What follows belongs to an exercise in optimizing a design on an open flow for small area, a short achievable clock period and few clock cycles; a production flow would make more cautious choices. Only simulation tests tie the RTL to the original design; equivalence was not proved. No activity file was given, so power comes from the tool's default toggle rates.

==> constraint.sdc <==
create_clock -name core_clock -period 7.0 [get_ports {clk_i}]
set_input_delay 1.4000 -clock core_clock [delete_from_list [all_inputs] [get_ports {clk_i}]]
set_output_delay 1.4000 -clock core_clock [all_outputs]
set_load 0.01 [all_outputs]
==> run.sh <==
#!/bin/bash
# synth_recipe.tcl (not shown) runs the flow's synth.tcl, then flattens the netlist and writes it again
# the make line also repeats each setting of config.mk as NAME=value (left out here)
make -C /OpenROAD-flow-scripts/flow DESIGN_CONFIG=/design/flow/config.mk WORK_HOME=/design/flow/orfs CLKGATE_MAP_FILE= SYNTH_SCRIPT=/design/flow/synth_recipe.tcl finish
==> design.v <==
`timescale 1ns/1ps
module tag_store_fsm (
  input  logic                     clk_i,
  input  logic                     rst_i,
  input  logic [(1 + 4 + $clog2(16) + 8 + 1)-1:0]     req_i,
  input  logic                     valid_i,
  output logic                     ready_o,
  output logic [(4 + 2 + 8)-1:0]     res_o,
  output logic                     valid_o,
  input  logic                     ready_i,
  output logic [(1 + 4 + $clog2(16) + 8 + 1)-1:0]     req_q_o,
  output logic                     rd_o,
  input  logic                     rd_done_i,
  input  logic [(4 + 2 + 8)-1:0]     result_i,
  input  logic                     hit_dirty_i,
  output logic                     wr_o,
  output logic [4-1:0]      wr_mask_o,
  output logic [(8 + 2)-1:0]   wr_entry_o
);
  localparam logic [1:0] IDLE  = 2'd0;
  localparam logic [1:0] READ  = 2'd1;
  localparam logic [1:0] RESP  = 2'd2;
  localparam logic [1:0] WRITE = 2'd3;
  logic [1:0]            state_q;
  logic [1:0]            state_d;
  logic [(1 + 4 + $clog2(16) + 8 + 1)-1:0]  req_q;
  logic [(4 + 2 + 8)-1:0]  res_q;
  logic                  hit_dirty_q;
  logic                  rd_q;
  logic                  accept;
  logic                  req_flush;
  logic [8-1:0]  req_tag;
  logic                  req_dirty;
  logic [4-1:0]   res_ind;
  logic                  res_hit;
  assign req_flush = req_q[(1 + 4 + $clog2(16) + 8 + 1)-1];
  assign req_tag   = req_q[1 +: 8];
  assign req_dirty = req_q[0];
  assign res_ind   = res_q[(4 + 2 + 8)-1 -: 4];
  assign res_hit   = res_q[8+1];
  assign accept = (state_q == IDLE) && valid_i;
  always_comb begin
    state_d = state_q;
    case (state_q)
      IDLE: begin
        if (valid_i) begin
          state_d = READ;
        end
      end
      READ: begin
        if (rd_done_i) begin
          state_d = RESP;
        end
      end
      RESP: begin
        if (ready_i) begin
          state_d = WRITE;
        end
      end
      default: begin
        state_d = IDLE;
      end
    endcase
  end
  always_ff @(posedge clk_i) begin
    if (rst_i) begin
      state_q <= IDLE;
      rd_q    <= 1'b0;
    end else begin
      state_q <= state_d;
      rd_q    <= accept;
    end
  end
  always_ff @(posedge clk_i) begin
    if (accept) begin
      req_q <= req_i;
    end
  end
  always_ff @(posedge clk_i) begin
    if ((state_q == READ) && rd_done_i) begin
      res_q       <= result_i;
      hit_dirty_q <= hit_dirty_i;
    end
  end
  assign ready_o = (state_q == IDLE);
  assign valid_o = (state_q == RESP);
  assign res_o   = res_q;
  assign req_q_o = req_q;
  assign rd_o    = rd_q;
  always_comb begin
    wr_o       = 1'b0;
    wr_mask_o  = res_ind;
    wr_entry_o = '0;
    if (state_q == WRITE) begin
      if (req_flush) begin
        wr_o = 1'b1;
      end else if (res_hit) begin
        if (req_dirty && !hit_dirty_q) begin
          wr_o       = 1'b1;
          wr_entry_o = {1'b1, 1'b1, req_tag};
        end
      end else if (|res_ind) begin
        wr_o       = 1'b1;
        wr_entry_o = {1'b1, req_dirty, req_tag};
      end
    end
  end
endmodule
`timescale 1ns/1ps
module tag_read_timer (
  input  logic clk_i,
  input  logic rst_i,
  input  logic start_i,
  output logic done_o
);
  localparam int unsigned cnt_w = $clog2(2 + 1);
  logic [cnt_w-1:0] cnt_q;
  logic             armed_q;
  always_ff @(posedge clk_i) begin
    if (rst_i) begin
      cnt_q   <= '0;
      armed_q <= 1'b0;
    end else if (start_i) begin
      cnt_q   <= cnt_w'(2 - 1);
      armed_q <= 1'b1;
    end else if (armed_q) begin
      if (cnt_q == '0) begin
        armed_q <= 1'b0;
      end else begin
        cnt_q <= cnt_q - 1'b1;
      end
    end
  end
  assign done_o = armed_q && (cnt_q == '0);
endmodule
`timescale 1ns/1ps
module tag_way_array (
  input  logic                                  clk_i,
  input  logic                                  rst_i,
  input  logic                                  rd_i,
  input  logic                                  wr_i,
  input  logic [$clog2(16)-1:0]                index_i,
  input  logic [4-1:0]                   wr_mask_i,
  input  logic [(8 + 2)-1:0]                wr_entry_i,
  output logic [4*(8 + 2)-1:0]       entries_o
);
  logic [4-1:0]              valid_q [16];
  logic [4-1:0]              dirty_mem [16];
  logic [4*8-1:0]    tag_mem [16];
  logic [4*(8 + 2)-1:0]  rd_pipe_q [2];
  always_ff @(posedge clk_i) begin
    if (rst_i) begin
      for (int s = 0; s < 16; s++) begin
        valid_q[s] <= '0;
      end
    end else if (wr_i) begin
      for (int w = 0; w < 4; w++) begin
        if (wr_mask_i[w]) begin
          valid_q[index_i][w] <= wr_entry_i[(8 + 2)-1];
        end
      end
    end
  end
  always_ff @(posedge clk_i) begin
    if (wr_i) begin
      for (int w = 0; w < 4; w++) begin
        if (wr_mask_i[w]) begin
          dirty_mem[index_i][w]                 <= wr_entry_i[8];
          tag_mem[index_i][w*8 +: 8] <= wr_entry_i[8-1:0];
        end
      end
    end
  end
  always_ff @(posedge clk_i) begin
    if (rd_i) begin
      for (int w = 0; w < 4; w++) begin
        rd_pipe_q[0][w*(8 + 2) +: (8 + 2)] <= {valid_q[index_i][w],
                                                       dirty_mem[index_i][w],
                                                       tag_mem[index_i][w*8 +: 8]};
      end
    end
    for (int k = 1; k < 2; k++) begin
      rd_pipe_q[k] <= rd_pipe_q[k-1];
    end
  end
  assign entries_o = rd_pipe_q[2-1];
endmodule
`timescale 1ns/1ps
module tag_compare_evict (
  input  logic                              clk_i,
  input  logic                              rst_i,
  input  logic [(1 + 4 + $clog2(16) + 8 + 1)-1:0]              req_q_i,
  input  logic [4*(8 + 2)-1:0]   entries_i,
  input  logic [4-1:0]               lock_i,
  input  logic                              miss_wr_i,
  output logic [(4 + 2 + 8)-1:0]              result_o,
  output logic                              hit_dirty_o
);
  logic                        req_flush;
  logic [4-1:0]         req_ind;
  logic [$clog2(16)-1:0]      req_index;
  logic [8-1:0]        req_tag;
  logic [4-1:0]         ent_valid;
  logic [4-1:0]         ent_dirty;
  logic [8-1:0]        ent_tag [4];
  logic [4-1:0]         hit_vec;
  logic [4-1:0]         eligible;
  logic [4-1:0]         free_vec;
  logic [$clog2(4)-1:0]    hit_num;
  logic [$clog2(4)-1:0]    flush_num;
  logic [$clog2(4)-1:0]    victim_num;
  logic                        victim_found;
  logic [$clog2(4)-1:0]    sel_num;
  logic [$clog2(4)-1:0]    rr_cur;
  logic [$clog2(4)-1:0]    victim_q;
  logic [$clog2(4)-1:0]    rr_q [16];
  assign req_flush = req_q_i[(1 + 4 + $clog2(16) + 8 + 1)-1];
  assign req_ind   = req_q_i[(1 + 4 + $clog2(16) + 8 + 1)-2 -: 4];
  assign req_index = req_q_i[8+1 +: $clog2(16)];
  assign req_tag   = req_q_i[1 +: 8];
  function automatic logic [$clog2(4)-1:0] first_set(input logic [4-1:0] vec);
    logic [$clog2(4)-1:0] num;
    num = '0;
    for (int i = 4 - 1; i >= 0; i--) begin
      if (vec[i]) begin
        num = i[$clog2(4)-1:0];
      end
    end
    first_set = num;
  endfunction
  always_comb begin
    for (int w = 0; w < 4; w++) begin
      ent_valid[w] = entries_i[w*(8 + 2) + (8 + 2) - 1];
      ent_dirty[w] = entries_i[w*(8 + 2) + 8];
      ent_tag[w]   = entries_i[w*(8 + 2) +: 8];
      hit_vec[w]   = req_ind[w] && ent_valid[w] && (ent_tag[w] == req_tag);
      free_vec[w]  = req_ind[w] && !lock_i[w] && !ent_valid[w];
    end
  end
  assign eligible  = req_ind & ~lock_i;
  assign hit_num   = first_set(hit_vec);
  assign flush_num = first_set(req_ind);
  assign rr_cur    = rr_q[req_index];
  always_comb begin
    logic [$clog2(4)-1:0] cand;
    cand         = '0;
    victim_num   = first_set(free_vec);
    victim_found = |free_vec;
    if (!victim_found) begin
      for (int i = 4 - 1; i >= 0; i--) begin
        cand = rr_cur + i[$clog2(4)-1:0];
        if (eligible[cand]) begin
          victim_num   = cand;
          victim_found = 1'b1;
        end
      end
    end
  end
  assign sel_num = req_flush ? flush_num : victim_num;
  always_comb begin
    result_o    = '0;
    hit_dirty_o = 1'b0;
    if (!req_flush && (|hit_vec)) begin
      result_o[(4 + 2 + 8)-1 -: 4] = hit_vec;
      result_o[8+1]             = 1'b1;
      hit_dirty_o                       = ent_dirty[hit_num];
    end else if (req_flush || victim_found) begin
      result_o[(4 + 2 + 8)-1 -: 4] = req_flush ? req_ind :
                                          (4'(1) << victim_num);
      result_o[8]               = ent_valid[sel_num] & ent_dirty[sel_num];
      result_o[8-1:0]           = ent_valid[sel_num] ? ent_tag[sel_num] : '0;
    end
  end
  always_ff @(posedge clk_i) begin
    victim_q <= victim_num;
  end
  always_ff @(posedge clk_i) begin
    if (rst_i) begin
      for (int s = 0; s < 16; s++) begin
        rr_q[s] <= '0;
      end
    end else if (miss_wr_i && !req_flush && !(|hit_vec)) begin
      rr_q[req_index] <= (victim_q == $clog2(4)'(4 - 1)) ? '0 : victim_q + 1'b1;
    end
  end
endmodule
`timescale 1ns/1ps
module tag_store_top (
  input  logic                   clk_i,
  input  logic                   rst_i,
  input  logic [(1 + 4 + $clog2(16) + 8 + 1)-1:0]   req_i,
  input  logic                   valid_i,
  output logic                   ready_o,
  input  logic [4-1:0]    lock_i,
  output logic [(4 + 2 + 8)-1:0]   res_o,
  output logic                   valid_o,
  input  logic                   ready_i
);
  logic [(1 + 4 + $clog2(16) + 8 + 1)-1:0]              req_q;
  logic                              rd;
  logic                              rd_done;
  logic                              wr;
  logic [4-1:0]               wr_mask;
  logic [(8 + 2)-1:0]            wr_entry;
  logic [4*(8 + 2)-1:0]   entries;
  logic [(4 + 2 + 8)-1:0]              result;
  logic                              hit_dirty;
  logic [4-1:0]               lock_q;
  always_ff @(posedge clk_i) begin
    if (valid_i && ready_o) begin
      lock_q <= lock_i;
    end
  end
  tag_store_fsm tag_store_fsm_inst (
    .clk_i       (clk_i),
    .rst_i       (rst_i),
    .req_i       (req_i),
    .valid_i     (valid_i),
    .ready_o     (ready_o),
    .res_o       (res_o),
    .valid_o     (valid_o),
    .ready_i     (ready_i),
    .req_q_o     (req_q),
    .rd_o        (rd),
    .rd_done_i   (rd_done),
    .result_i    (result),
    .hit_dirty_i (hit_dirty),
    .wr_o        (wr),
    .wr_mask_o   (wr_mask),
    .wr_entry_o  (wr_entry)
  );
  tag_read_timer tag_read_timer_inst (
    .clk_i   (clk_i),
    .rst_i   (rst_i),
    .start_i (rd),
    .done_o  (rd_done)
  );
  tag_way_array tag_way_array_inst (
    .clk_i      (clk_i),
    .rst_i      (rst_i),
    .rd_i       (rd),
    .wr_i       (wr),
    .index_i    (req_q[8+1 +: $clog2(16)]),
    .wr_mask_i  (wr_mask),
    .wr_entry_i (wr_entry),
    .entries_o  (entries)
  );
  tag_compare_evict tag_compare_evict_inst (
    .clk_i       (clk_i),
    .rst_i       (rst_i),
    .req_q_i     (req_q),
    .entries_i   (entries),
    .lock_i      (lock_q),
    .miss_wr_i   (wr),
    .result_o    (result),
    .hit_dirty_o (hit_dirty)
  );
endmodule
==> config.mk <==
export PLATFORM = sky130hd
export DESIGN_NAME = tag_store_top
export DESIGN_NICKNAME = tag_store_top
export VERILOG_FILES = /design/flow/design.v
export SDC_FILE = /design/flow/constraint.sdc
export NUM_CORES = 4
export LEC_CHECK = 0
export CAP_MARGIN = 20
export CORE_MARGIN = 2
export CORE_UTILIZATION = 40
export SLEW_MARGIN = 20
==> reports/metrics.cfg <==
[clock_tree]
cts.clk_slew.worst_paths_ps=60
ctsResizeCount=0
clockRootBuffer=clkbuf_16
clock_latency_ps=630
clock-sinks=801
post_cts_buffers=0
ctsHoldBuffers=0
htreeDepth=3
cts_tree=done
numCtsBuffers=80
clockBufferDepth=3

[worst_setup_path]
r2r-end=tag_store_fsm_inst.res_q[4]
endpoint_kind=flip-flop
crit_end=tag_compare_evict_inst.rr_q[5][0]
startpoint_type=input pin
critical_path.startpoint=rst_i
required_ps=7340
r2r_cells=9
cp_data_arrival_time_ps=4310
rrSetupSlack_ps=3220
crit_path_max_fanout=87
critPathKind=in2reg

[final_layout]
multi_input_area_sq_mm=0.007774
regArea_sq_mm=0.02353
diodes=0
final_cell_mix=edfxtp_1 (749), mux4_2 (204), nor2_1 (99), clkbuf_16 (82), nor3_1 (70)
fillers=6596
drive_above_1_share_pct=23.64
synthToLayoutAreaGrowth_pct=13.43
final_common_cell=edfxtp_1
nets=1700

[die]
rows=103
fp.dieH_um=285.8
die-area_sq_mm=0.08170
pin_count=42
core_region_area_sq_mm=0.07887
die_w_um=285.8
start_util_pct=40.28

[job]
maxCapViolCount=0

[timing]
skew_ps=26.99
setup_viol=0
period_needed_ps=3963
min_period_over_period_pct=56.61
hold_violations=0
clock.fmax_mhz=252.4
worst_slew_pin_slew_ps=1093
tns_ps=0
rsz0062_at_grt=no
slew_headroom_pct=26.88
drv_slew=0

[synthesis]
async_reset_ff_share_pct=0
synth_cell_types=64
synthTopCellsByArea=edfxtp_1 (71%), mux4_2 (14%), dfxtp_1 (3.3%), nor2_1 (1.4%), or2_1 (1.3%)
netlist_area_sq_mm=0.03177
synthCells=1626
syn_nets=1659
synth_top_cell_by_area=edfxtp_1
synth_flop_cell=edfxtp_1
syn_avg_cell_area_sq_um=19.54
yosys_warnings=7
ys_ff_latch=801
synth_edf_count=749
ys_seq_area_share_pct=74.07
synth_top_area_share_pct=70.79

[power]
power_density_mw_per_mm2=315.4
ir_drop_mv=0.1592
clockPowerShare_pct=37.5
p_int_mw=8.586
p_comb_share_pct=13.2
p_leak_nw=12.54
p_total_mw=11.37
swShare_pct=24.46
pwr-share-seq_pct=49.3
switching_power_mw=2.780

[place]
hpwl_um=43160
portBuffers=41
routabilityCongestion=0.8808

[route]
drt_iter0_markers=1696
wl_um=71260
vias_per_cell=5.550
antenna_left=0
avgRoutedWirePerCell_um=25.63
via_count=15430
drtPass1Iterations=5
post-route-drc-count=0

[outcome]
run_status=finished clean

[global_routing]
grt_overflow=0
grt_max_degree=147
antenna_found_initial=2
grt_pass1_vias=15560
track_usage_pct=17.68
grt_pass1_wl_um=105500

[min_path]
hold_class=reg2reg

## power by group through the flow
stage	clock, mW	combinational, mW	sequential [mW]
6_report	4.26	1.50	5.60
4_1_cts	4.34	1.50	5.60
3_3_place_gp	0	1.48	5.70
5_1_grt	4.53	1.62	5.61
3_5_place_dp	0	1.50	5.70
2_1_floorplan	0	1.19	5.57
## how the worst min path moves through the flow
stage,startpoint,to,slack (ps),cells past startpoint
floorplan,tag_way_array_inst.rd_pipe_q[0][0],tag_way_array_inst.rd_pipe_q[1][0],320,0
global placement,tag_way_array_inst.rd_pipe_q[0][19],tag_way_array_inst.rd_pipe_q[1][19],330,0
detailed placement,tag_way_array_inst.rd_pipe_q[0][29],tag_way_array_inst.rd_pipe_q[1][29],330,0
CTS,tag_way_array_inst.rd_pipe_q[0][29],tag_way_array_inst.rd_pipe_q[1][29],340,0
global route,tag_way_array_inst.rd_pipe_q[0][19],tag_way_array_inst.rd_pipe_q[1][19],350,0
finish,tag_way_array_inst.rd_pipe_q[0][20],tag_way_array_inst.rd_pipe_q[1][20],340,0
## cell families after synthesis
family,after synthesis,share of synthesized area [%]
xor gates and xnor gates,33,0.9097
buffers and inverters,131,1.658
AOI/OAI and AO/OA,77,2.052
and+or+nand+nor,345,5.383
DFF,801,74.07
adders and majority gates,7,0.2757
muxes,232,15.65
## state kept, by name, indices dropped and copies added, names as in the netlist, 4 cells and up, named ones only
signal                        cells
tag_way_array_inst.valid_q       64
tag_store_fsm_inst.res_q         14
tag_way_array_inst.dirty_mem     64
tag_way_array_inst.rd_pipe_q     80
tag_store_fsm_inst.req_q         18
lock_q                            4
tag_way_array_inst.tag_mem      512
tag_compare_evict_inst.rr_q      32
## stage by stage
stage / hold slack [ps] / area [sq um] / util (%) / worst slack, ps / std cells
final: 339.9 / 36040 / 45.69 / 3037 / 2780
after global routing: 347.5 / 36040 / 45.69 / 2811 / 2780
after CTS: 340.4 / 35960 / 45.60 / 3153 / 2775
after detailed placement: 326.9 / 33330 / 42.26 / 2509 / 2630
after global placement: 329.5 / 33270 / 42.19 / 2613 / 2628
after floorplan: 323.3 / 31770 / - / 3913 / 1626
## area by class of cell
| cell class | instances | share of cell area (%) |
|---|---|---|
| flip-flops and latches | 801 | 65.30 |
| inverters | 12 | 0.1250 |
| multi-input cells | 694 | 21.57 |
| clock buffers | 100 | 5.993 |
| clock inverters | 45 | 1.299 |
| well taps | 1050 | 3.646 |
| repair buffers | 78 | 2.062 |
## cells in the mapped netlist, types with 9 or more instances
master / n
clkbuf_1: 85
a21o_1: 9
xnor2_1: 19
inv_1: 11
or2_1: 66
o21bai_1: 17
nand3_1: 13
and3_1: 10
nor3_1: 70
nand2_1: 25
mux2_1: 9
xor2_1: 14
buf_1: 27
mux4_2: 204
edfxtp_1: 749
dfxtp_1: 52
o221a_1: 9
nor2_1: 117
## metal layers
layer	vias up	wire length, um	global-route usage, %
met5	-	0	0
met4	0	1776	5.929
met3	105	4526	3.134
met2	548	34100	27.77
met1	8161	30860	25.15
li1	6614	-	-
## critical path, stage by stage
cell      delay [ps]
buf_2             90
buf_4            570
nand2b_2         250
buf_4            570
inv_1            150
nand2_1          500
or3_1            580
nor2_1           100
Testbench counts, summed over its fixed seeds: cycles 71,992.

## separate check: timing with driven ports
No port has a modelled driver above. Below, the same layout with a new extraction and two added sets of constraints. Step 1 assumes that a clkbuf_16 drives the clock port and a buf_2 every other input. Step 2 times the ports against the registers' clock, not the clock port: input delays grow and output delays shrink by t, the midpoint of the rising clock arrivals with the driver on. Slacks: no drivers / after step 1 / after step 2; pairs: no drivers / after step 1.
t, ns: 0.681
slack for setup (ns): 3.037 / 3.078 / 2.397
hold slack, ns: 0.340 / 0.340 / 0.340
worst setup path at the end: input to register
slew at the worst register clock pin (ns): 0.06 / 0.06
After both steps this run still meets setup and hold. The setup slack of this run moves by +0.041 ns with the drivers and by -0.640 ns with both steps.
